What follows belongs to an exercise in optimizing a design on an open flow for small area, a short achievable clock period and few clock cycles; a production flow would make more cautious choices. No run shown here included a check of the RTL's function; only the layout flow was run. No activity file was given, so power comes from the tool's default toggle rates.

==> flow/design.v <==
`timescale 1ns / 1ps
package sexp_pkg;
   localparam logic [5:0] MAX_DEPTH = 6'd32;
   localparam logic [7:0] CH_TAB    = 8'h09;
   localparam logic [7:0] CH_LF     = 8'h0A;
   localparam logic [7:0] CH_CR     = 8'h0D;
   localparam logic [7:0] CH_SPACE  = 8'h20;
   localparam logic [7:0] CH_QUOTE  = 8'h22;
   localparam logic [7:0] CH_SEMI   = 8'h3B;
   localparam logic [7:0] CH_BSLASH = 8'h5C;
   localparam logic [7:0] CH_LPAREN = 8'h28;
   localparam logic [7:0] CH_RPAREN = 8'h29;
   localparam logic [7:0] CH_LBRACK = 8'h5B;
   localparam logic [7:0] CH_RBRACK = 8'h5D;
   localparam logic [7:0] CH_LBRACE = 8'h7B;
   localparam logic [7:0] CH_RBRACE = 8'h7D;
   localparam logic [7:0] CH_ZERO   = 8'h30;
   localparam logic [7:0] CH_LOWER_N = 8'h6E;
   localparam logic [7:0] CH_LOWER_R = 8'h72;
   localparam logic [7:0] CH_LOWER_T = 8'h74;
   localparam logic [3:0] RADIX     = 4'd10;
   localparam logic [1:0] ERR_STRAY  = 2'd0;
   localparam logic [1:0] ERR_ESCAPE = 2'd1;
   localparam logic [1:0] ERR_DEEP   = 2'd2;
   localparam logic [1:0] ERR_NONE   = 2'd0;
   typedef enum logic [2:0] {
      TK_LBEGIN = 3'd0,
      TK_LEND   = 3'd1,
      TK_ABYTE  = 3'd2,
      TK_AEND   = 3'd3,
      TK_IEND   = 3'd4,
      TK_SBYTE  = 3'd5,
      TK_SEND   = 3'd6,
      TK_ERROR  = 3'd7
   } token_type;
   typedef enum logic [2:0] {
      PH_START   = 3'd0,
      PH_LIST    = 3'd1,
      PH_ATOM    = 3'd2,
      PH_STRING  = 3'd3,
      PH_ESCAPE  = 3'd4,
      PH_COMMENT = 3'd5,
      PH_DONE    = 3'd6
   } phase_type;
   typedef struct packed {
      logic        s0_vld;
      token_type   s0_tok;
      logic [63:0] s0_val;
      logic [5:0]  s0_lvl;
      logic        s1_vld;
      token_type   s1_tok;
      logic [7:0]  s1_chr;
      logic [1:0]  s1_err;
      logic [5:0]  s1_lvl;
      logic [5:0]  unw;
   } bundle_type;
   function automatic logic is_ws(input logic [7:0] c);
      is_ws = (c == CH_TAB) || (c == CH_LF) || (c == CH_SPACE);
   endfunction
   function automatic logic is_digit(input logic [7:0] c);
      is_digit = (c >= 8'h30) && (c <= 8'h39);
   endfunction
   function automatic logic is_atom(input logic [7:0] c);
      logic r;
      r = is_digit(c) || ((c >= 8'h61) && (c <= 8'h7A)) || ((c >= 8'h41) && (c <= 8'h5A));
      unique case (c)
         8'h5F, 8'h24, 8'h23, 8'h3F, 8'h2E, 8'h40, 8'h2B, 8'h2D, 8'h21, 8'h7E,
         8'h2A, 8'h2F, 8'h25, 8'h3C, 8'h3E, 8'h26, 8'h5E, 8'h7C, 8'h3D: r = 1'b1;
         default: ;
      endcase
      is_atom = r;
   endfunction
   function automatic logic is_open(input logic [7:0] c);
      is_open = (c == CH_LPAREN) || (c == CH_LBRACK) || (c == CH_LBRACE);
   endfunction
   function automatic logic is_close(input logic [7:0] c);
      is_close = (c == CH_RPAREN) || (c == CH_RBRACK) || (c == CH_RBRACE);
   endfunction
endpackage
`timescale 1ns / 1ps
`timescale 1ns / 1ps
`timescale 1ns / 1ps
`timescale 1ns / 1ps
module s_expression_tokenizer (
   input  logic        clock,
   input  logic        reset,
   input  logic        req_valid,
   output logic        req_ready,
   input  logic        req_kind,
   input  logic [7:0]  req_byte_req,
   output logic        rsp_valid,
   input  logic        rsp_ready,
   output logic [2:0]  rsp_token,
   output logic [7:0]  rsp_char_out,
   output logic [63:0] rsp_int_value,
   output logic [1:0]  rsp_error_code,
   output logic [5:0]  rsp_level,
   output logic        rsp_last
);
   sexp_pkg::phase_type phase_ff, phase_in;
   logic [5:0]  depth_ff, depth_in;
   logic        digits_ff, digits_in;
   logic        sat_ff, sat_in;
   logic [63:0] accum_ff, accum_in;
   logic        in_vld_ff;
   logic        in_kind_ff;
   logic [7:0]  in_chr_ff;
   logic        in_quiet_ff;   
   logic        in_atom_ff;    
   logic        in_digit_ff;   
   logic        valid_ff;
   sexp_pkg::token_type tok_ff, tok_in;
   logic [7:0]  chr_ff, chr_in;
   logic [1:0]  err_ff, err_in;
   logic        last_ff, last_in;
   logic        out_free;
   logic        step;
   logic        emit;
   logic        consume;
   logic        k;
   logic [7:0]  c;
   logic        quiet;
   sexp_pkg::phase_type quiet_ph;
   logic [7:0]  esc_chr;
   logic        esc_ok;
   logic [1:0]  e_lo;
   logic        e_ci;
   logic [63:0] sum5;
   logic [63:0] prod;
   logic        ovf;
   assign k        = in_kind_ff;
   assign c        = in_chr_ff;
   assign out_free = !valid_ff || rsp_ready;
   assign step     = in_vld_ff && out_free;
   assign quiet    = in_quiet_ff;
   assign quiet_ph = sexp_pkg::is_ws(c) ? sexp_pkg::PH_LIST :
                     (c == sexp_pkg::CH_SEMI) ? sexp_pkg::PH_COMMENT : sexp_pkg::PH_STRING;
   always_comb begin
      esc_ok  = 1'b1;
      esc_chr = c;
      unique case (c)
         sexp_pkg::CH_BSLASH:  esc_chr = sexp_pkg::CH_BSLASH;
         sexp_pkg::CH_QUOTE:   esc_chr = sexp_pkg::CH_QUOTE;
         sexp_pkg::CH_LOWER_N: esc_chr = sexp_pkg::CH_LF;
         sexp_pkg::CH_LOWER_R: esc_chr = sexp_pkg::CH_CR;
         sexp_pkg::CH_LOWER_T: esc_chr = sexp_pkg::CH_TAB;
         default:              esc_ok  = 1'b0;
      endcase
   end
   assign e_lo = {c[2] | c[3], c[1] | c[3]};
   assign e_ci = c[3];
   assign sum5 = 64'({1'b0, accum_ff[60:0], e_lo} + {1'b0, accum_ff[62:0]} + {63'd0, e_ci});
   assign prod = {sum5[62:0], c[0]};
   assign ovf  = accum_ff[63] | accum_ff[62] | accum_ff[61] | sum5[63];
   always_comb begin
      phase_in = phase_ff;
      depth_in = depth_ff;
      emit     = 1'b0;
      consume  = 1'b1;
      tok_in   = sexp_pkg::TK_LEND;
      chr_in   = 8'd0;
      err_in   = sexp_pkg::ERR_NONE;
      last_in  = 1'b1;
      unique case (phase_ff)
         sexp_pkg::PH_START: begin
            emit     = 1'b1;
            tok_in   = sexp_pkg::TK_LBEGIN;
            depth_in = 6'd1;
            if (quiet) begin
               phase_in = quiet_ph;
            end else begin
               phase_in = sexp_pkg::PH_LIST;
               consume  = 1'b0;
               last_in  = 1'b0;
            end
         end
         sexp_pkg::PH_ATOM: begin
            if (in_atom_ff) begin
               emit   = 1'b1;
               tok_in = sexp_pkg::TK_ABYTE;
               chr_in = c;
            end else begin
               emit   = 1'b1;
               tok_in = digits_ff ? sexp_pkg::TK_IEND : sexp_pkg::TK_AEND;
               if (quiet) begin
                  phase_in = quiet_ph;
               end else begin
                  phase_in = sexp_pkg::PH_LIST;
                  consume  = 1'b0;
                  last_in  = 1'b0;
               end
            end
         end
         sexp_pkg::PH_STRING, sexp_pkg::PH_ESCAPE: begin
            if (k) begin
               emit     = 1'b1;
               tok_in   = sexp_pkg::TK_SEND;
               phase_in = sexp_pkg::PH_LIST;
               consume  = 1'b0;
               last_in  = 1'b0;
            end else if (phase_ff == sexp_pkg::PH_ESCAPE) begin
               emit     = 1'b1;
               phase_in = sexp_pkg::PH_STRING;
               if (esc_ok) begin
                  tok_in = sexp_pkg::TK_SBYTE;
                  chr_in = esc_chr;
               end else begin
                  tok_in = sexp_pkg::TK_ERROR;
                  chr_in = c;
                  err_in = sexp_pkg::ERR_ESCAPE;
               end
            end else if (c == sexp_pkg::CH_QUOTE) begin
               emit     = 1'b1;
               tok_in   = sexp_pkg::TK_SEND;
               phase_in = sexp_pkg::PH_LIST;
            end else if (c == sexp_pkg::CH_BSLASH) begin
               phase_in = sexp_pkg::PH_ESCAPE;
            end else begin
               emit   = 1'b1;
               tok_in = sexp_pkg::TK_SBYTE;
               chr_in = c;
            end
         end
         sexp_pkg::PH_LIST, sexp_pkg::PH_COMMENT: begin
            if (k) begin
               emit     = 1'b1;
               tok_in   = sexp_pkg::TK_LEND;
               depth_in = 6'(depth_ff - 6'd1);
               phase_in = sexp_pkg::PH_LIST;
               if (depth_ff == 6'd1) begin
                  phase_in = sexp_pkg::PH_DONE;
               end else begin
                  consume = 1'b0;
                  last_in = 1'b0;
               end
            end else if (phase_ff == sexp_pkg::PH_COMMENT) begin
               if (c == sexp_pkg::CH_LF) phase_in = sexp_pkg::PH_LIST;
            end else if (quiet) begin
               phase_in = quiet_ph;
            end else if (sexp_pkg::is_open(c)) begin
               emit = 1'b1;
               if (depth_ff[5]) begin
                  tok_in = sexp_pkg::TK_ERROR;
                  chr_in = c;
                  err_in = sexp_pkg::ERR_DEEP;
               end else begin
                  tok_in   = sexp_pkg::TK_LBEGIN;
                  depth_in = 6'(depth_ff + 6'd1);
               end
            end else if (sexp_pkg::is_close(c)) begin
               emit     = 1'b1;
               tok_in   = sexp_pkg::TK_LEND;
               depth_in = 6'(depth_ff - 6'd1);
               if (depth_ff == 6'd1) phase_in = sexp_pkg::PH_DONE;
            end else if (in_atom_ff) begin
               emit     = 1'b1;
               tok_in   = sexp_pkg::TK_ABYTE;
               chr_in   = c;
               phase_in = sexp_pkg::PH_ATOM;
            end else begin
               emit   = 1'b1;
               tok_in = sexp_pkg::TK_ERROR;
               chr_in = c;
               err_in = sexp_pkg::ERR_STRAY;
            end
         end
         default: ;   
      endcase
   end
   always_comb begin
      accum_in  = accum_ff;
      sat_in    = sat_ff;
      digits_in = digits_ff;
      if (phase_ff != sexp_pkg::PH_ATOM) begin
         accum_in  = {60'd0, c[3:0]};
         sat_in    = 1'b0;
         digits_in = in_digit_ff;
      end else if (in_digit_ff) begin
         accum_in  = prod[63:0];
         sat_in    = sat_ff || ovf;
      end else begin
         digits_in = 1'b0;
      end
   end
   assign req_ready = !in_vld_ff || (out_free && consume);
   always_ff @(posedge clock) begin
      if (reset) begin
         phase_ff  <= sexp_pkg::PH_START;
         in_vld_ff <= 1'b0;
         valid_ff  <= 1'b0;
      end else begin
         if (step) phase_ff <= phase_in;
         if (req_ready) in_vld_ff <= req_valid;
         if (out_free) valid_ff <= step && emit;
      end
   end
   always_ff @(posedge clock) begin
      if (req_ready) begin
         in_kind_ff <= req_kind;
         in_chr_ff  <= req_byte_req;
         in_quiet_ff <= !req_kind && (sexp_pkg::is_ws(req_byte_req) ||
                                      (req_byte_req == sexp_pkg::CH_SEMI) ||
                                      (req_byte_req == sexp_pkg::CH_QUOTE));
         in_atom_ff  <= !req_kind && sexp_pkg::is_atom(req_byte_req);
         in_digit_ff <= !req_kind && sexp_pkg::is_digit(req_byte_req);
      end
      if (step) begin
         depth_ff  <= depth_in;
         accum_ff  <= accum_in;
         sat_ff    <= sat_in;
         digits_ff <= digits_in;
         tok_ff    <= tok_in;
         chr_ff    <= chr_in;
         err_ff    <= err_in;
         last_ff   <= last_in;
      end
   end
   assign rsp_valid      = valid_ff;
   assign rsp_token      = 3'(tok_ff);
   assign rsp_char_out   = chr_ff;
   assign rsp_int_value  = (accum_ff | {64{sat_ff}}) & {64{tok_ff == sexp_pkg::TK_IEND}};
   assign rsp_error_code = err_ff;
   assign rsp_level      = depth_ff;
   assign rsp_last       = last_ff;
endmodule
==> flow/run.sh <==
#!/bin/bash
# synth_recipe.tcl (not shown) runs the flow's synth.tcl, then flattens the netlist and writes it again
# the make line also repeats each setting of config.mk as NAME=value (left out here)
make -C /OpenROAD-flow-scripts/flow DESIGN_CONFIG=/design/flow/config.mk WORK_HOME=/design/flow/orfs CLKGATE_MAP_FILE= SYNTH_SCRIPT=/design/flow/synth_recipe.tcl finish
==> flow/config.mk <==
export PLATFORM = sky130hd
export DESIGN_NAME = s_expression_tokenizer
export DESIGN_NICKNAME = s_expression_tokenizer
export VERILOG_FILES = /design/flow/design.v
export SDC_FILE = /design/flow/constraint.sdc
export NUM_CORES = 4
export LEC_CHECK = 0
export CAP_MARGIN = 20
export CORE_MARGIN = 2
export CORE_UTILIZATION = 40
export SETUP_SLACK_MARGIN = 2.0
export SLEW_MARGIN = 20
==> flow/constraint.sdc <==
create_clock -name core_clock -period 5.0 [get_ports {clock}]
set_input_delay 1.0000 -clock core_clock [delete_from_list [all_inputs] [get_ports {clock}]]
set_output_delay 1.0000 -clock core_clock [all_outputs]
set_load 0.01 [all_outputs]
==> results of run 1 <==
[flip-flops by register name, indices dropped and copies added, names as in the netlist]
signal	cells
depth_ff	6
in_kind_ff	1
in_digit_ff	1
sat_ff	1
tok_ff	3
chr_ff	8
last_ff	1
in_quiet_ff	1
valid_ff	1
err_ff	2
in_atom_ff	1
in_vld_ff	1
phase_ff	3
in_chr_ff	8
digits_ff	1
accum_ff	64
[what timing repair did]
action,CTS,global route
cloned,1,4
hold buffers,0,0
buffers inserted,44,30
pin swaps,21,31
gates resized for setup,47,151
endpoints found under the setup margin,115,141
[power by group]
part	internal, mW	leakage, nW	switching [mW]
Sequential	1.06	1.00	0.107
Clock	0.366	0.146	0.372
Combinational	0.724	4.32	0.906
Total	2.15	5.46	1.38
[per-layer routing]
metal  GRT usage  vias up  part of all wire
met5           0        -                 0
met2       0.377      234              0.48
met3      0.0321       27             0.043
met1       0.292     4271              0.46
met4      0.0533        0             0.015
li1            -     4436                 -
[cell usage after synthesis (all sizes together) (3+ instances only)]
library cell	number
and2	10
o21ai	81
nand4	28
a211o	3
o21a	75
nor3	32
buf	11
a211oi	7
or2	5
o211ai	9
nand3b	4
edfxtp	98
nand2	93
inv	31
nor3b	8
nand3	26
a22oi	4
a221oi	4
a21o	21
nor4	12
and3	19
a31oi	16
a21boi	7
a2111oi	4
or3	6
xnor2	27
nor2b	17
ha	66
nor4b	3
nor2	120
mux2i	6
o21bai	17
dfxtp	5
a21oi	115
clkbuf	62
o31ai	4
nand4b	3
xor2	24
nand2b	16
[layout make-up]
| class | count | share of cell area |
|---|---|---|
| well taps | 313 | 0.0321 |
| flip-flops and latches | 103 | 0.250 |
| multi-input cells | 924 | 0.530 |
| repair buffers | 182 | 0.153 |
| clock inverters | 6 | 0.00523 |
| clock buffers | 10 | 0.0196 |
| inverters | 31 | 0.00975 |
[kinds of logic (layout without fill, tap and decap cells)]
logic type	count (synthesis)	after routing
AO/OA/AOI/OAI	390	390
XOR/XNOR	51	51
adder cells (fa/ha/maj)	67	67
buffers and inverters	104	229
flip-flops	103	103
multiplexers	6	6
AND/OR/NAND/NOR	409	410
[worst paths after layout]
kind / from / to / slack, ps / cells after the start
worst min register to register: in_vld_ff / valid_ff / 560 / 2
worst max register to register: depth_ff[2] / last_ff / 1890 / 19
worst max-delay path: depth_ff[2] / last_ff / 1890 / 19
worst min-delay path: in_vld_ff / valid_ff / 560 / 2
[worst max-delay path, cell delays in order, from the launching register on]
cell and delay (ps):
edfxtp_1 390, or3_4 420, nor3b_4 210, nor2_2 70, nor3b_2 230, o21ai_2 100, buf_4 140, buf_4 120
buf_4 120, buf_4 120, buf_4 120, buf_4 120, buf_4 120, buf_6 100, buf_6 100, buf_4 120
buf_4 120, buf_4 120, buf_6 110, inv_4 40
==> reports/qor.csv, run 1 <==
metric,value,unit
synthArstFlopShare,0,
diodes,0,
cts_tree,yes,
cts_buffers,9,
routabilityCongestion,0.903,
hold_slack,564,ps
drv_cap,0,
startpoint_type,flop,
ff_latch_area,3040,µm²
yosys.area_share.simple,0.215,
dr.pass1.iters,6,
overflow,0,
vias,8968,
fin_util,0.535,
start_util,0.410,
core-area,22800,µm²
grt_pass1_wl,43600,µm
setup-violations-final,0,
synth_compound_area_frac,0.271,
crit_type,flop to flop,
rows,55,
p_leak,5.46,nW
place_inst,1474,
worstPathRequired,5250,ps
fin_skew,14.8,ps
die-area,24600,µm²
nFillCells,2098,
worst_pin_slew,935,ps
yosys_register_bits,103,
rsz0062_at_grt,yes,
fmax,322,MHz
ant_nets,0,
layout-drive-gt1-share,0.160,
synth_edf_count,98,
areaGrowthSynthToFinish,30.7,%
slew_headroom,0.376,
viasPerCell,5.72,
synth_area,9330,µm²
fin_cells,1569,
synthAdderAreaFrac,0.0906,
slew_viol_final,0,
period_needed,3110,ps
final_area,12200,µm²
placed_cell_area,10500,µm²
ys_warn_count,1,
synth_area_leaders,"edfxtp_1 (32%), ha_1 (8.8%), a21oi_1 (6.1%)",
cts_sinks,103,
outcome,no timing/DRC/antenna violations,
hpwl,19200,µm
drt-initial-drc-count,626,
synthMuxAreaShare,0.00644,
grt_pass1_vias,8454,
cts_root_buffer,clkbuf_16,
track_usage,0.220,
worstPathArrival,3360,ps
syn-num-nets,1210,
antenna_found_initial,0,
io_buffer_count,98,
ys.flop_type,edfxtp_1,
avgSynthCellArea,8.26,µm²
synth_top_family_by_area,compound AO/OA/AOI/OAI gates,
final_common_cell,nor2_1,
setup_slack,1890,ps
die_h,157,µm
cts.clk_slew.worst_paths,80,ps
insertion_delay,370,ps
ioPinCount,99,
cp-end-kind,flop,
synthXorXnorAreaFrac,0.0479,
critPathMaxFanout,2,
p_per_area,290,nW/µm²
yosys.area.top_type_share,0.315,
yosysTopAreaCell,edfxtp_1,
vdd_drop_max,0.185,mV
detail_route.wl_per_cell,18.2,µm
fin_total_pwr,3.54,mW
pre_cts_ws,1350,ps
nets,1331,
drc,0,
hold_violations,0,
worstHoldPathType,flop to flop,
wirelength,28500,µm
syn_inst,1130,
grt_max_degree,39,
yosysUniqueCellTypes,71,
period_share,0.622,
finalSetupTns,0,ps
multi_input_area,6460,µm²
die_w,157,µm
clk_path_buf_depth,2,
layout_common_cells,"nor2_1 (113), a21oi_1 (106), edfxtp_1 (98)",
h-tree-depth,3,
ys_seq_area_frac,0.326,
==> run 2: changes to the inputs <==
--- a/flow/config.mk
+++ b/flow/config.mk
@@ -10,3 +10,3 @@
 export CORE_UTILIZATION = 40
-export SETUP_SLACK_MARGIN = 2.0
+export SETUP_SLACK_MARGIN = 2.5
 export SLEW_MARGIN = 20
==> run 2 against run 1 <==
Against the previous run: combinational power is about 20% higher; first-iteration DRC count grew 16%; sequential share of layout area is 2.1 points lower; worst hold slack better by 65 ps; synthesized cell count stayed put; non-clock buffer count increased by 68; global-route usage grew 2.8 points; maximum frequency shrank 0.76%; largest cell class unchanged; largest power group unchanged.
==> reports/qor.csv, run 2 <==
metric,value,unit,change
wirelength,31100,µm,+9.1%
finalSetupTns,0,ps,unchanged
cts_tree,yes,,
die-area,24600,µm²,unchanged
synth_edf_count,98,,unchanged
largest_register_ffs,64,,unchanged
critPathMaxFanout,3,,+1
period_share,0.626,,+0.00477
avgSynthCellArea,8.26,µm²,unchanged
die_w,157,µm,unchanged
rows,55,,unchanged
synthArstFlopShare,0,,unchanged
start_util,0.410,,unchanged
place_inst,1473,,-0.068%
antenna_found_initial,0,,unchanged
startpoint_type,flop,,
synth_area,9330,µm²,unchanged
cpPeakStageDelay,440,ps,+20 ps
cts-hold-fix-buffers,0,,unchanged
ant_nets,0,,unchanged
ff_latch_area,3050,µm²,about the same
die_h,157,µm,unchanged
vias,9551,,+6.5%
yosys.area.top_type_share,0.315,,unchanged
cts_buffers,9,,unchanged
track_usage,0.248,,+0.0277
slew_headroom,0.490,,+0.114
grt_pass1_wl,48000,µm,+10%
p_leak,5.21,nW,-4.6%
syn_inst,1130,,unchanged
hpwl,19400,µm,+0.62%
hold_violations,0,,unchanged
drv_cap,0,,unchanged
pre_cts_ws,1290,ps,-63.4 ps
routabilityCongestion,0.896,,-0.75%
h-tree-depth,3,,unchanged
ys_warn_count,1,,unchanged
synth_area_leaders,"edfxtp_1 (32%), ha_1 (8.8%), a21oi_1 (6.1%)",,
rsz0062_at_grt,yes,,
cp-end-kind,flop,,
detail_route.wl_per_cell,19.0,µm,+4.6%
p_comb_frac,0.507,,+0.046
worstPathArrival,3240,ps,-120 ps
reg_top3,"accum_ff (64), chr_ff (8), in_chr_ff (8)",,
grt_max_degree,45,,+15%
yosys_register_bits,103,,unchanged
worst_pin_slew,764,ps,-170 ps
yosysMostFrequentCell,nor2_1,,
netSwitchingFraction,0.398,,+0.00668
period_needed,3130,ps,+23.8 ps
dr.pass1.iters,6,,unchanged
crit_type,flop to flop,,
nFillCells,1987,,-5.3%
ys.flop_type,edfxtp_1,,
final_common_cell,nor2_1,,
nets,1399,,+5.1%
p_switching,1.53,mW,+10%
drt-initial-drc-count,729,,+16%
yosysTopAreaCell,edfxtp_1,,
grt_pass1_vias,8960,,+6.0%
fin_cells,1637,,+4.3%
layout-drive-gt1-share,0.316,,+0.156
p_per_area,288,nW/µm²,-0.55%
critPathSlowestCell,edfxtp_1,,
syn-num-nets,1210,,unchanged
slew_viol_final,0,,unchanged
regMostFlops,accum_ff,,
cts_root_buffer,clkbuf_16,,
yosysUniqueCellTypes,71,,unchanged
vdd_drop_max,0.185,mV,-0.25%
setup-violations-final,0,,unchanged
ioPinCount,99,,unchanged
drc,0,,unchanged
fmax,319,MHz,-0.76%
areaGrowthSynthToFinish,42.7,%,
cp_cell_sequence,"or2_4, ha_4, buf_6, o211a_4, buf_6, o21ai_4, o211ai_1, o211ai_1, buf_4, nand4_1, a311oi_2, xor2_1, nor2_1",,
clk_path_buf_depth,2,,unchanged
worstPathRequired,5110,ps,-140 ps
insertion_delay,370,ps,about the same
p_clk_frac,0.187,,-0.022
core-area,22800,µm²,unchanged
p_seq_frac,0.306,,-0.025
ys_seq_area_frac,0.326,,unchanged
cts_sinks,103,,unchanged
cts.clk_slew.worst_paths,80,ps,about the same
io_buffer_count,98,,unchanged
viasPerCell,5.83,,+2.1%
setup_slack,1870,ps,-23.8 ps
outcome,no timing/DRC/antenna violations,,
synth_commonest_cells,"nor2_1 (120), a21oi_1 (113), edfxtp_1 (98), nand2_1 (93), o21ai_0 (79)",,
fin_skew,8.96,ps,-5.86 ps
worstHoldPathType,flop to flop,,
overflow,0,,unchanged
diodes,0,,unchanged
multi_input_area,7160,µm²,+11%
layout_common_cells,"nor2_1 (107), edfxtp_1 (98), a21oi_1 (95)",,
p_int,2.31,mW,+7.4%
==> run 2: cell counts after synthesis <==
Identical to the previous run, type by type.
==> run 2: cell families (layout without fill, tap and decap cells) <==
kind of cell / after synthesis / count (layout) / synth area share
simple gates: 409 / 410 / 0.215
flops: 103 / 103 / 0.326
xor+xnor: 51 / 51 / 0.0479
fa+ha+maj: 67 / 67 / 0.0906
mux: 6 / 6 / 0.00644
compound gates: 390 / 390 / 0.271
buf+inv: 104 / 297 / 0.0424
==> run 2: final cells by class <==
cell class,count,share of cell area
Clock buffer,9,0.0169
Clock inverter,7,0.00460
Inverter,31,0.00874
Multi-Input combinational cell,924,0.538
Sequential cell,103,0.229
Tap cell,313,0.0294
Timing Repair Buffer,250,0.174
==> run 2: metrics by stage <==
stage	hold slack [ps]	area (µm²)	total power, mW	util
2_1_floorplan	495	9490	2.14	-
6_report	629	13300	3.84	0.585
4_1_cts	616	12600	3.66	0.553
5_1_grt	677	13300	4.04	0.585
3_5_place_dp	595	10600	2.53	0.466
3_3_place_gp	581	10600	2.53	0.466
==> run 2: critical path, delay by kind of cell (launching register included) <==
kind                     cells  cell delay (ps)
AND/OR/NAND/NOR              3              510
AO/OA/AOI/OAI                5             1170
flip-flops                   1              440
XOR/XNOR                     1              190
buffers and inverters        3              390
adder cells (fa/ha/maj)      1              170
==> run 2: power by group through the flow <==
stage	logic (mW)	registers [mW]	clock network, mW
final	1.95	1.17	0.718
after floorplan	0.997	1.14	0
after global placement	1.33	1.20	0
after detailed placement	1.33	1.20	0
after global routing	2.10	1.19	0.761
after CTS	1.75	1.17	0.735
==> run 2: path summary, 6_finish.rpt <==
path	from	end	slack [ps]	cells past startpoint
max reg2reg	in_chr_ff[3]	accum_ff[60]	1870	13
max	in_chr_ff[3]	accum_ff[60]	1870	13
min	valid_ff	valid_ff	630	2
min reg2reg	valid_ff	valid_ff	630	2
==> run 2: what timing repair did <==
action	in CTS	in global routing
gates resized for setup	468	106
setup endpoints to repair	191	226
cloned	7	0
pin swaps	62	55
buffers inserted	108	33
==> run 2: metal layers <==
| metal | global-route usage | part of all wire | up-vias |
|---|---|---|---|
| met3 | 0.0382 | 0.046 | 74 |
| met1 | 0.311 | 0.43 | 4589 |
| met5 | 0 | 0 | - |
| met2 | 0.421 | 0.49 | 315 |
| li1 | - | - | 4573 |
| met4 | 0.108 | 0.039 | 0 |

## static timing again, ports no longer ideal
The flow's constraints put no driver on any port. The routed layouts listed below were extracted and timed again, unchanged, in two steps.
Step 1: set_driving_cell puts a clkbuf_16 on clock and a buf_2 on each other input, an assumption about the parent block.
Step 2, shift: input delay + t, output delay - t, t = (earliest + latest rising clock arrival at the registers) / 2. This alone moves slack from input paths to output paths.
Slacks: ideal ports / drivers / drivers and shift; pairs: ideal ports / drivers.
run | shift t [ns] | setup WS [ns] | worst hold slack (ns)
run 1 | 0.411 | 1.892 / 1.851 / 1.780 | 0.564 / 0.564 / 0.564
run 2 | 0.411 | 1.868 / 1.868 / 1.868 | 0.629 / 0.629 / 0.629
After both steps every run listed still meets setup and hold. For run 1, which loses most, drivers alone change the setup slack by -0.041 ns; drivers and shift together by -0.112 ns.
